What follows belongs to an exercise in optimizing a design on an open flow for a short achievable clock period and few clock cycles; a production flow would make more cautious choices.
No driver is modelled on the clock port, so clocking that relies on it looks cheaper here than on a real chip.
Power and IR drop assume default switching activity.

## mipsCore
module mipsCore
(
    input  logic        clk,
    input  logic        rst,
    output logic [31:0] pcF,
    input  logic [31:0] instr,
    output logic        memWrite,
    output logic [31:0] dataAddr,
    output logic [31:0] writeData,
    input  logic [31:0] readData
);
    logic        weM;            
    logic        memToRegM;
    logic        memWriteM;
    logic [4:0]  destM;
    logic [31:0] aluOutM;
    logic [31:0] wdataM;
    logic [31:0] resultM;
    logic        vE;
    logic        weE;
    logic        memToRegE;
    logic        memWriteE;
    logic        beqE;
    logic [4:0]  destE;
    logic [31:0] aE;             
    logic [31:0] opBE;           
    logic [31:0] rtE;            
    logic        fwdAE;          
    logic        fwdBE;          
    logic [3:0]  fwdAQ;          
    logic [3:0]  fwdBQ;
    logic [3:0]  invBQ;
    logic        fwdRtE;         
    logic        swLoadE;        
    logic        cinE;           
    logic        opAddE;
    logic        opAndE;
    logic        opOrE;
    logic        opSltE;
    logic        predTE;
    logic [31:0] altE;           
    logic        vD;
    logic [31:0] instrD;
    logic [31:0] pc4D;
    logic [31:0] brTargetF;
    logic        depAD;          
    logic        depBD;
    logic        loadDepD;       
    logic [31:0] regs [0:31];
    logic [31:1] rvalid;
    assign memWrite  = memWriteM;
    assign dataAddr  = aluOutM;
    assign writeData = wdataM;
    assign resultM   = memToRegM ? readData : aluOutM;
    always_ff @(posedge clk) begin
        for (int i = 1; i < 32; i++) begin
  ...
Size: ~5600 cells after synthesis, roughly 160 I/O pins, about 73000 sq um of cells after synthesis.
==> flow/config.mk <==
export PLATFORM = sky130hd
export DESIGN_NAME = mipsCore
export DESIGN_NICKNAME = mipsCore
export VERILOG_FILES = /design/flow/design.v
export SDC_FILE = /design/flow/constraint.sdc
export NUM_CORES = 8
export LEC_CHECK = 0
export ABC_CLOCK_PERIOD_IN_PS = 2500
export CAP_MARGIN = 70
export CORE_MARGIN = 2
export CORE_UTILIZATION = 50
export SETUP_SLACK_MARGIN = 5
export SLEW_MARGIN = 70
export SYNTH_HIERARCHICAL = 1
export SYNTH_MINIMUM_KEEP_SIZE = 0
==> flow/constraint.sdc <==
create_clock -name core_clock -period 10.0 [get_ports {clk}]
set_input_delay 2.0000 -clock core_clock [delete_from_list [all_inputs] [get_ports {clk}]]
set_output_delay 2.0000 -clock core_clock [all_outputs]
set_load 0.01 [all_outputs]
standard.sh (not shown) runs the stock make flow with config.mk's settings and CLKGATE_MAP_FILE= SYNTH_SCRIPT=/design/flow/synth_recipe.tcl, a recipe that flattens the netlist after the stock synthesis.
==> flow/flow/run.sh <==
#!/bin/bash
set -euo pipefail
F=$PWD/flow
K=(MATCH_CELL_FOOTPRINT=0 "BUFFER_PORTS_ARGS=-buffer_cell sky130_fd_sc_hd__buf_4" FASTROUTE_TCL=$F/fastroute.tcl)
bash standard.sh SETUP_SLACK_MARGIN=5 POST_CTS_TCL=$F/ramp_cts.tcl "${K[@]}" cts > standard_cts.log 2>&1
bash standard.sh SETUP_SLACK_MARGIN=6.5 "${K[@]}" finish > standard_finish.log 2>&1
==> flow/flow/fastroute.tcl <==
set_global_routing_layer_adjustment met1 0.6
set_global_routing_layer_adjustment met2 0.3
set_global_routing_layer_adjustment met3-$::env(MAX_ROUTING_LAYER) 0.2

set_routing_layers -clock $::env(MIN_CLK_ROUTING_LAYER)-$::env(MAX_ROUTING_LAYER)
set_routing_layers -signal $::env(MIN_ROUTING_LAYER)-$::env(MAX_ROUTING_LAYER)
==> flow/flow/ramp_cts.tcl <==
# Timing repair in steps: each step repairs every endpoint below its margin,
# so a path that cannot be improved further stops only the last steps.
set_propagated_clock [all_clocks]
estimate_parasitics -placement
foreach m {5.8 6.0 6.2 6.3 6.4 6.5 6.6 6.7 6.8} {
  repair_timing -setup -setup_margin $m -repair_tns 100 -max_passes 50
  puts "ramp_cts margin $m: worst slack [worst_slack -max]"
}
detailed_placement
check_placement -verbose
estimate_parasitics -placement
puts "ramp_cts done: worst slack [worst_slack -max]"
The first run went through all stages and came out clean.
Then changed:
CAP_MARGIN = 60   (was 70)
CORE_UTILIZATION = 55   (was 50)
SLEW_MARGIN = 60   (was 70)
Effect: Routed wire length went down by about 3.6%. Die area went down by 9.0%. Worst setup slack got worse by 32 ps. Power went down by 0.71%. Critical path depth does not change. Design area went down by about 2.1%. Sequential cell count does not change. Worst hold slack improved by 7.4 ps. Synthesized cell count is unchanged. Maximum frequency went down by 0.91%. Global-route usage went up by 2.5 points.
Function was not checked in any run of this note: the RTL went through the layout flow alone.

[afterwards: timing with drivers on the ports]
In the flow no input, the clock included, has a driving cell. The finished layouts below were timed again as built, in two steps. Step 1 (the two cells are an assumption about what drives the block):
set clk [get_ports {clk}]
set_driving_cell -lib_cell sky130_fd_sc_hd__clkbuf_16 $clk
set_driving_cell -lib_cell sky130_fd_sc_hd__buf_2 [delete_from_list [all_inputs] $clk]
Step 2 times the ports against the registers' clock, not the clock port: input delays grow and output delays shrink by t, the midpoint of the rising clock arrivals with the driver on. a / b / c = no drivers / after step 1 / after step 2; a / b = the first two.
run	t (ns)	setup WS [ns]	worst setup path at the end	slew at the worst register clock pin (ns)	cell pins on the clock port's net
the first run	0.886	6.545 / 6.506 / 5.706	input to register	0.06 / 0.06	1
the second run	0.855	6.513 / 6.511 / 5.701	input to register	0.06 / 0.06	1
After both steps setup and hold are still met in every run listed. For the first run, which loses most, drivers alone change the setup slack by -0.039 ns; drivers and shift together by -0.839 ns.
